From an optimization exercise on the open Yosys and OpenROAD flow, aimed at small area; shortcuts taken in it are not production practice. Function was checked by simulation only, so behaviour that the tests miss may differ from the original. Power figures rest on the tool's default switching activity, not on a simulated workload.

v6:
==> flow/design.v <==
`default_nettype none
package fpPrepPkg;
    typedef enum logic [1:0] {
        MODE_FP16 = 2'b00,
        MODE_FP32 = 2'b01,
        MODE_RSVD = 2'b10,
        MODE_OFF  = 2'b11
    } precMode_t;
    typedef enum logic {
        TILE_HHLL = 1'b0,   
        TILE_HLHL = 1'b1    
    } tileOrder_t;
    localparam int LANES       = 16;   
    localparam int GROUP_LANES = 4;    
    localparam int OPERAND_W   = 256;
    localparam int FP16_W      = 16;
    localparam int FP16_EXP_W  = 5;
    localparam int FP16_FRAC_W = 10;
    localparam int FP32_W      = 32;
    localparam int FP32_EXP_W  = 8;
    localparam int FP32_FRAC_W = 23;
    localparam int TILE_W    = 13;
    localparam int TILE_LO_W = 13;   
    typedef logic [7:0]        expField_t;   
    typedef logic [9:0]        expSum_t;     
    typedef logic [TILE_W-1:0] manTile_t;
    localparam logic [GROUP_LANES*10-1:0] FP32_LANE_OFFSET = {
        10'd0,
        10'd13,
        10'd13,
        10'd26
    };
endpackage
`default_nettype wire
`default_nettype none
module fpMulPrepTop (
    input  wire logic                                   clk,
    input  wire logic                                   rstn,
    input  wire logic [fpPrepPkg::OPERAND_W-1:0]        i_a,
    input  wire logic [fpPrepPkg::OPERAND_W-1:0]        i_b,
    input  wire fpPrepPkg::precMode_t                   i_mode,
    output logic [fpPrepPkg::LANES-1:0]                 o_sign,
    output fpPrepPkg::expSum_t  [fpPrepPkg::LANES-1:0]  o_exp,
    output fpPrepPkg::manTile_t [fpPrepPkg::LANES-1:0]  o_manA,
    output fpPrepPkg::manTile_t [fpPrepPkg::LANES-1:0]  o_manB,
    output fpPrepPkg::precMode_t                        o_mode
);
    fpPrepPkg::precMode_t modeQ;
    always_ff @(posedge clk or negedge rstn) begin
        if (!rstn) modeQ <= fpPrepPkg::MODE_OFF;
        else       modeQ <= i_mode;
    end
    logic m16, m32;
    assign m16 = (modeQ == fpPrepPkg::MODE_FP16);
    assign m32 = (modeQ == fpPrepPkg::MODE_FP32);
    logic [15:0]      sx16;      
    logic [15:0]      hidA16, hidB16;
    logic [15:0]      zA16, zB16;
    logic [9:0]       fracA16 [16];
    logic [9:0]       fracB16 [16];
    logic [5:0]       sum16   [16];
    logic [3:0]       sx32;
    logic [30:0]      wA32 [4];   
    logic [30:0]      wB32 [4];
    logic [8:0]       sum32 [4];
    for (genvar l = 0; l < 8; l++) begin : gLo
        logic [14:0] aQ, bQ;
        logic        lcin;
        always_ff @(posedge clk) begin
            aQ <= i_a[16*l +: 15];
            bQ <= i_b[16*l +: 15];
        end
        if (l % 2 == 0) begin : gEven
            logic aS, bS;
            always_ff @(posedge clk) begin
                aS <= i_a[16*l+15];
                bS <= i_b[16*l+15];
            end
            assign sx16[l] = aS ^ bS;
            assign lcin    = 1'b0;
        end else begin : gOdd
            logic sx;
            logic [3:0] lo3;   
            always_ff @(posedge clk) begin
                sx <= i_a[16*l+15] ^ i_b[16*l+15];
            end
            assign sx16[l] = sx;
            assign lo3     = {1'b0, aQ[9:7]} + {1'b0, bQ[9:7]};
            assign lcin    = lo3[3] & modeQ[0];
            assign sum32[l/2] = {sum16[l], lo3[2:0]};
        end
        assign hidA16[l]  = |aQ[14:10];
        assign hidB16[l]  = |bQ[14:10];
        assign fracA16[l] = aQ[9:0];
        assign fracB16[l] = bQ[9:0];
        assign sum16[l]   = {1'b0, aQ[14:10]} + {1'b0, bQ[14:10]} + {5'd0, lcin};
    end
    for (genvar g = 0; g < 4; g++) begin : gW32
        assign sx32[g] = sx16[2*g+1];
        assign wA32[g] = {gLo[2*g+1].aQ, gLo[2*g].gEven.aS, gLo[2*g].aQ};
        assign wB32[g] = {gLo[2*g+1].bQ, gLo[2*g].gEven.bS, gLo[2*g].bQ};
    end
    for (genvar l = 8; l < 16; l++) begin : gHi
        logic       sx, hA, hB;
        logic [5:0] es;
        logic [9:0] fA, fB;
        always_ff @(posedge clk) begin
            sx <= i_a[16*l+15] ^ i_b[16*l+15];
            hA <= |i_a[16*l+10 +: 5];
            hB <= |i_b[16*l+10 +: 5];
            es <= {1'b0, i_a[16*l+10 +: 5]} + {1'b0, i_b[16*l+10 +: 5]};
            fA <= i_a[16*l +: 10];
            fB <= i_b[16*l +: 10];
        end
        assign sx16[l]    = sx;
        assign hidA16[l]  = hA;
        assign hidB16[l]  = hB;
        assign fracA16[l] = fA;
        assign fracB16[l] = fB;
        assign sum16[l]   = es;
    end
    for (genvar l = 0; l < 16; l++) begin : gZ
        assign zA16[l] = ~hidA16[l] & ~|fracA16[l];
        assign zB16[l] = ~hidB16[l] & ~|fracB16[l];
    end
    for (genvar l = 0; l < 16; l++) begin : gOut
        localparam int G = l / 4;
        localparam int P = l % 4;
        logic        v16, v32;
        logic        hidA32, hidB32;
        logic [12:0] tA16, tB16, tA32, tB32;
        logic [9:0]  e32;
        assign v16 = m16 & ~zA16[l] & ~zB16[l];
        assign v32 = m32 & (|wA32[G]) & (|wB32[G]);
        assign hidA32 = |wA32[G][30:23];
        assign hidB32 = |wB32[G][30:23];
        assign tA16 = {2'b00, hidA16[l], fracA16[l]};
        assign tB16 = {2'b00, hidB16[l], fracB16[l]};
        assign tA32 = (P < 2)      ? {2'b00, hidA32, wA32[G][22:13]} : wA32[G][12:0];
        assign tB32 = (P % 2 == 0) ? {2'b00, hidB32, wB32[G][22:13]} : wB32[G][12:0];
        assign e32 = {1'b0, sum32[G]} + fpPrepPkg::FP32_LANE_OFFSET[P*10 +: 10];
        assign o_sign[l] = (v16 & sx16[l]) | (v32 & sx32[G]);
        assign o_exp[l]  = ({10{v16}} & {4'd0, sum16[l]}) | ({10{v32}} & e32);
        assign o_manA[l] = ({13{m16}} & tA16) | ({13{m32}} & tA32);
        assign o_manB[l] = ({13{m16}} & tB16) | ({13{m32}} & tB32);
    end
    assign o_mode = modeQ;
endmodule
`default_nettype wire
Settings: LEC_CHECK=0, CAP_MARGIN=20, CORE_AREA=5 5 235 235, DIE_AREA=0 0 240 240, SLEW_MARGIN=20; clock period 8.0 ns.
standard.sh (not shown) runs the stock make flow with config.mk's settings and CLKGATE_MAP_FILE= SYNTH_SCRIPT=/design/flow/synth_recipe.tcl, a recipe that flattens the netlist after the stock synthesis.
==> flow/flow/run.sh <==
#!/bin/bash
# The standard layout with these changes:
#  - synthesis maps logic with abc's area-oriented default script and without
#    ORFS's adder extraction (abc_override.tcl); registers are untouched;
#  - port buffers use the smallest buffer cell;
#  - IO pins may sit one track apart, so a smaller die fits all 1110 pins;
#  - global routing fixes antenna violations with jumpers, not diodes;
#  - the clock tree uses clkbuf_8 cells, up to 12 registers per leaf buffer, and no dummy loads.
set -euo pipefail
W=$PWD
{ head -n 1 synth_recipe.tcl; cat flow/abc_override.tcl; tail -n +2 synth_recipe.tcl; } > synth_area.tcl
sed -e "s#SYNTH_SCRIPT=[^ ]*#SYNTH_SCRIPT=$W/synth_area.tcl ADDER_MAP_FILE=#" standard.sh > standard_area.sh
grep -q "SYNTH_SCRIPT=$W/synth_area.tcl" standard_area.sh
export BUFFER_PORTS_ARGS="-buffer_cell sky130_fd_sc_hd__buf_1"
export PLACE_PINS_ARGS="-min_distance 1 -min_distance_in_tracks"
export CTS_ARGS="-sink_clustering_enable -repair_clock_nets -dont_use_dummy_load -buf_list sky130_fd_sc_hd__clkbuf_8 -sink_clustering_size 12 -sink_clustering_max_diameter 50"
export PRE_GLOBAL_ROUTE_TCL="$W/flow/antenna_jumpers.tcl"
bash standard_area.sh > standard.log 2>&1
==> flow/flow/abc_override.tcl <==
# Map with abc's default area-oriented liberty script instead of ORFS's
# delay-driven one (the clock period leaves ample slack). Only the
# combinational mapping changes: registers are mapped before this by dfflibmap.
proc abc {args} {
  foreach opt {-script -D} {
    set i [lsearch -exact $args $opt]
    if {$i >= 0} { set args [lreplace $args $i [expr {$i + 1}]] }
  }
  yosys abc {*}$args
}
==> flow/flow/antenna_jumpers.tcl <==
# Global routing repairs antenna violations with jumpers (a hop to a higher
# layer next to the gate) instead of diode cells; detailed routing still adds
# diodes for any violation left.
if {[info procs orig_repair_antennas] eq ""} {
  rename repair_antennas orig_repair_antennas
  proc repair_antennas {args} { orig_repair_antennas {*}$args -jumper_only }
}
### v6 -> v7
- CORE_AREA now 5 5 185 185, was 5 5 235 235
- DIE_AREA now 0 0 190 190, was 0 0 240 240
==> flow/flow/run.sh <==
#!/bin/bash
# The standard layout with these changes:
#  - synthesis maps logic with abc's area-oriented default script and maps
#    ripple-carry full adders to fa cells (abc_override.tcl); registers are
#    untouched;
#  - port buffers use the smallest buffer cell;
#  - IO pins may sit one track apart, so a smaller die fits all 1110 pins;
#  - the clock tree uses clkbuf_8 cells, up to 16 registers per leaf buffer, and no dummy loads.
set -euo pipefail
W=$PWD
{ head -n 1 synth_recipe.tcl; cat flow/abc_override.tcl; tail -n +2 synth_recipe.tcl; } > synth_area.tcl
sed -e "s#SYNTH_SCRIPT=[^ ]*#SYNTH_SCRIPT=$W/synth_area.tcl#" standard.sh > standard_area.sh
grep -q "SYNTH_SCRIPT=$W/synth_area.tcl" standard_area.sh
export BUFFER_PORTS_ARGS="-buffer_cell sky130_fd_sc_hd__buf_1"
export PLACE_PINS_ARGS="-min_distance 1 -min_distance_in_tracks"
export CTS_ARGS="-sink_clustering_enable -repair_clock_nets -dont_use_dummy_load -buf_list sky130_fd_sc_hd__clkbuf_8 -sink_clustering_size 16 -sink_clustering_max_diameter 60"
bash standard_area.sh > standard.log 2>&1
--- a/flow/flow/abc_override.tcl
+++ b/flow/flow/abc_override.tcl
@@ -10,0 +11,9 @@
+# Keep ripple-carry adders (no Kogge-Stone carry map) and skip the generic abc
+# pass inside synth, so that the full-adder extraction below finds the adders.
+proc synth {args} {
+  set i [lsearch -exact $args -extra-map]
+  if {$i >= 0} { set args [lreplace $args $i [expr {$i + 1}]] }
+  yosys synth -nofsm -noshare -noabc {*}$args
+}
+# Map full adders to fa cells; half adders are left to abc.
+proc extract_fa {args} { yosys extract_fa -fa {*}$args }
removed: flow/flow/antenna_jumpers.tcl
==> run notes <==
Final cell area: v7 below v6. Looking only at post-detailed-route wirelength per cell, and setting everything else aside, the lower value of v6 and v7 goes to v7. v7 ended up with a lower pre-CTS setup slack than v6 did. In the tables for v6 and v7, total power reads lower with v7.


// fpMulPrepTop: RTL as listed in full above, without the edits since
==> flow/config.mk <==
export PLATFORM = sky130hd
export DESIGN_NAME = fpMulPrepTop
export DESIGN_NICKNAME = fpMulPrepTop
export VERILOG_FILES = /design/flow/design.v
export SDC_FILE = /design/flow/constraint.sdc
export NUM_CORES = 4
export LEC_CHECK = 0
export CAP_MARGIN = 5
export CORE_AREA = 5 5 185 185
export DIE_AREA = 0 0 190 190
export SLEW_MARGIN = 5
==> flow/constraint.sdc <==
create_clock -name core_clock -period 8.0 [get_ports {clk}]
set_input_delay 1.6000 -clock core_clock [delete_from_list [all_inputs] [get_ports {clk}]]
set_output_delay 1.6000 -clock core_clock [all_outputs]
set_load 0.01 [all_outputs]
==> flow/flow/run.sh <==
#!/bin/bash
# The standard layout with these changes:
#  - synthesis maps logic with an area-oriented abc script (area.abc) and maps
#    ripple-carry full adders to fa cells (abc_override.tcl); registers are
#    untouched;
#  - port buffers use the smallest buffer cell;
#  - IO pins may sit one track apart, so a smaller die fits all 1110 pins;
#  - each input port's buffer is moved next to its pin before detailed
#    placement (input_buffers_at_pins.tcl), so port nets need no antenna diodes;
#  - the one tie-low cell that synthesis makes drives all the constant-zero
#    outputs (no per-port tie cells);
#  - the clock tree uses clkbuf_8 cells, up to 16 registers per leaf buffer, and no dummy loads.
set -euo pipefail
W=$PWD
{ head -n 1 synth_recipe.tcl; cat flow/abc_override.tcl; tail -n +2 synth_recipe.tcl; } > synth_area.tcl
sed -e "s#SYNTH_SCRIPT=[^ ]*#SYNTH_SCRIPT=$W/synth_area.tcl#" standard.sh > standard_area.sh
grep -q "SYNTH_SCRIPT=$W/synth_area.tcl" standard_area.sh
export ABC_AREA_SCRIPT="$W/flow/area.abc"
export BUFFER_PORTS_ARGS="-buffer_cell sky130_fd_sc_hd__buf_1"
export PLACE_PINS_ARGS="-min_distance 1 -min_distance_in_tracks"
export CTS_ARGS="-sink_clustering_enable -repair_clock_nets -dont_use_dummy_load -buf_list sky130_fd_sc_hd__clkbuf_8 -sink_clustering_size 16 -sink_clustering_max_diameter 60"
export SKIP_REPAIR_TIE_FANOUT=1
export PRE_DETAIL_PLACE_TCL="$W/flow/input_buffers_at_pins.tcl"
bash standard_area.sh > standard.log 2>&1
==> flow/flow/abc_override.tcl <==
# Map with an area-oriented abc script (flow/area.abc: yosys's default liberty
# script with the mapper's delay constraint relaxed) instead of ORFS's
# delay-driven one; the clock period leaves ample slack. Only the
# combinational mapping changes: registers are mapped before this by dfflibmap.
proc abc {args} {
  foreach opt {-script -D} {
    set i [lsearch -exact $args $opt]
    if {$i >= 0} { set args [lreplace $args $i [expr {$i + 1}]] }
  }
  yosys abc {*}$args -script $::env(ABC_AREA_SCRIPT)
}
# Keep ripple-carry adders (no Kogge-Stone carry map) and skip the generic abc
# pass inside synth, so that the full-adder extraction below finds the adders.
proc synth {args} {
  set i [lsearch -exact $args -extra-map]
  if {$i >= 0} { set args [lreplace $args $i [expr {$i + 1}]] }
  yosys synth -nofsm -noshare -noabc {*}$args
}
# Map full adders to fa cells; half adders are left to abc.
proc extract_fa {args} { yosys extract_fa -fa {*}$args }
==> flow/flow/area.abc <==
strash
&get -n
&fraig -x
&put
dc2
strash
&get -n
&dch -f
&nf -R 1000
&put
Other scripts of this flow, unchanged in this note and not shown: flow/flow/input_buffers_at_pins.tcl
The first run finished with timing, DRC and antenna clean.
Next try:
--- a/flow/flow/run.sh
+++ b/flow/flow/run.sh
@@ -2,3 +2,3 @@
 # The standard layout with these changes:
-#  - synthesis maps logic with an area-oriented abc script (area.abc) and maps
+#  - synthesis maps logic with abc's area-oriented default script and maps
 #    ripple-carry full adders to fa cells (abc_override.tcl); registers are
@@ -9,4 +9,2 @@
 #    placement (input_buffers_at_pins.tcl), so port nets need no antenna diodes;
-#  - the one tie-low cell that synthesis makes drives all the constant-zero
-#    outputs (no per-port tie cells);
 #  - the clock tree uses clkbuf_8 cells, up to 16 registers per leaf buffer, and no dummy loads.
@@ -17,3 +15,2 @@
 grep -q "SYNTH_SCRIPT=$W/synth_area.tcl" standard_area.sh
-export ABC_AREA_SCRIPT="$W/flow/area.abc"
 export BUFFER_PORTS_ARGS="-buffer_cell sky130_fd_sc_hd__buf_1"
@@ -21,3 +18,2 @@
 export CTS_ARGS="-sink_clustering_enable -repair_clock_nets -dont_use_dummy_load -buf_list sky130_fd_sc_hd__clkbuf_8 -sink_clustering_size 16 -sink_clustering_max_diameter 60"
-export SKIP_REPAIR_TIE_FANOUT=1
 export PRE_DETAIL_PLACE_TCL="$W/flow/input_buffers_at_pins.tcl"
--- a/flow/flow/abc_override.tcl
+++ b/flow/flow/abc_override.tcl
@@ -1,4 +1,3 @@
-# Map with an area-oriented abc script (flow/area.abc: yosys's default liberty
-# script with the mapper's delay constraint relaxed) instead of ORFS's
-# delay-driven one; the clock period leaves ample slack. Only the
+# Map with abc's default area-oriented liberty script instead of ORFS's
+# delay-driven one (the clock period leaves ample slack). Only the
 # combinational mapping changes: registers are mapped before this by dfflibmap.
@@ -9,3 +8,3 @@
   }
-  yosys abc {*}$args -script $::env(ABC_AREA_SCRIPT)
+  yosys abc {*}$args
 }
--- a/flow/config.mk
+++ b/flow/config.mk
@@ -7,5 +7,5 @@
 export LEC_CHECK = 0
-export CAP_MARGIN = 5
+export CAP_MARGIN = 20
 export CORE_AREA = 5 5 185 185
 export DIE_AREA = 0 0 190 190
-export SLEW_MARGIN = 5
+export SLEW_MARGIN = 20
removed: flow/flow/area.abc
Outcome: Via count increases by about 0.9%; final area grows by 1.4%; clock power stays flat; global-route usage rises by 0.42 points; flip-flop and latch count is unchanged; first-iteration DRC count came out lower by about 12%; routed wire length is lower by about 0.47%; power grows by about 0.4%; combinational power increases by about 3%; count of clock-buffer cells in the layout is lower by 1.
Next try:
--- a/flow/flow/run.sh
+++ b/flow/flow/run.sh
@@ -2,3 +2,3 @@
 # The standard layout with these changes:
-#  - synthesis maps logic with abc's area-oriented default script and maps
+#  - synthesis maps logic with an area-oriented abc script (area.abc) and maps
 #    ripple-carry full adders to fa cells (abc_override.tcl); registers are
@@ -15,2 +15,3 @@
 grep -q "SYNTH_SCRIPT=$W/synth_area.tcl" standard_area.sh
+export ABC_AREA_SCRIPT="$W/flow/area.abc"
 export BUFFER_PORTS_ARGS="-buffer_cell sky130_fd_sc_hd__buf_1"
--- a/flow/flow/abc_override.tcl
+++ b/flow/flow/abc_override.tcl
@@ -1,3 +1,4 @@
-# Map with abc's default area-oriented liberty script instead of ORFS's
-# delay-driven one (the clock period leaves ample slack). Only the
+# Map with an area-oriented abc script (flow/area.abc: yosys's default liberty
+# script with the mapper's delay constraint relaxed) instead of ORFS's
+# delay-driven one; the clock period leaves ample slack. Only the
 # combinational mapping changes: registers are mapped before this by dfflibmap.
@@ -8,3 +9,3 @@
   }
-  yosys abc {*}$args
+  yosys abc {*}$args -script $::env(ABC_AREA_SCRIPT)
 }
==> flow/flow/area.abc (new file) <==
strash
&get -n
&fraig -x
&put
dc2
strash
&get -n
&dch -f
&nf -R 1000
&put
Result: Power fell by 0.65%; count of clock-buffer cells in the layout came out higher by 1; final area goes down by 0.86%; non-clock buffer count went up by 1; global-route usage decreases by 0.26 points; clock power is about the same; worst setup slack loses 0.24 ns; critical path depth is unchanged.
Next try:
--- a/flow/flow/run.sh
+++ b/flow/flow/run.sh
@@ -9,2 +9,4 @@
 #    placement (input_buffers_at_pins.tcl), so port nets need no antenna diodes;
+#  - the one tie-low cell that synthesis makes drives all the constant-zero
+#    outputs (no per-port tie cells);
 #  - the clock tree uses clkbuf_8 cells, up to 16 registers per leaf buffer, and no dummy loads.
@@ -19,2 +21,3 @@
 export CTS_ARGS="-sink_clustering_enable -repair_clock_nets -dont_use_dummy_load -buf_list sky130_fd_sc_hd__clkbuf_8 -sink_clustering_size 16 -sink_clustering_max_diameter 60"
+export SKIP_REPAIR_TIE_FANOUT=1
 export PRE_DETAIL_PLACE_TCL="$W/flow/input_buffers_at_pins.tcl"
=> Setup slack is worse by 0.070 ns. Wire length goes up by 0.43%. Sequential power hardly moves. Cell count shrinks by 0.94%. Sequential share of layout area rose by 0.16 points. Global-route usage goes down by 0.16 points. Count of clock-buffer cells in the layout is unchanged. Core utilization shrinks by 0.28 points. Worst hold slack degrades by 0.095 ns.

-- re-timing with driven ports --
Ports are ideal in the flow. The routed layouts listed here were re-timed in OpenROAD.
Step 1 (the two cells are an assumption about what drives the block):
set clk [get_ports {clk}]
set_driving_cell -lib_cell sky130_fd_sc_hd__clkbuf_16 $clk
set_driving_cell -lib_cell sky130_fd_sc_hd__buf_2 [delete_from_list [all_inputs] $clk]
Step 2 moves the port delays by t, midway between the first and last clock arrival at a register: inputs arrive t later, outputs are due t later. That takes back most of the time a late clock gives input paths.
a / b / c = no drivers / after step 1 / after step 2; a / b = the first two.
| run | shift t [ns] | setup slack, ns | worst data-port slew with drivers (ns) | cell pins on the clock port's net |
|---|---|---|---|---|
| v6 | 0.748 | 1.895 / 1.833 / 2.581 | 0.21 | 1 |
| v7 | 0.622 | 1.698 / 1.643 / 2.265 | 0.24 | 1 |
| the first run of note 2 | 0.618 | 1.363 / 1.311 / 1.929 | 0.06 | 1 |
| the second run of note 2 | 0.618 | 1.687 / 1.633 / 2.251 | 0.06 | 1 |
| the third run of note 2 | 0.615 | 1.445 / 1.392 / 2.006 | 0.06 | 1 |
| the fourth run of note 2 | 0.618 | 1.375 / 1.322 / 1.940 | 0.05 | 1 |
After both steps every run listed still meets setup and hold.
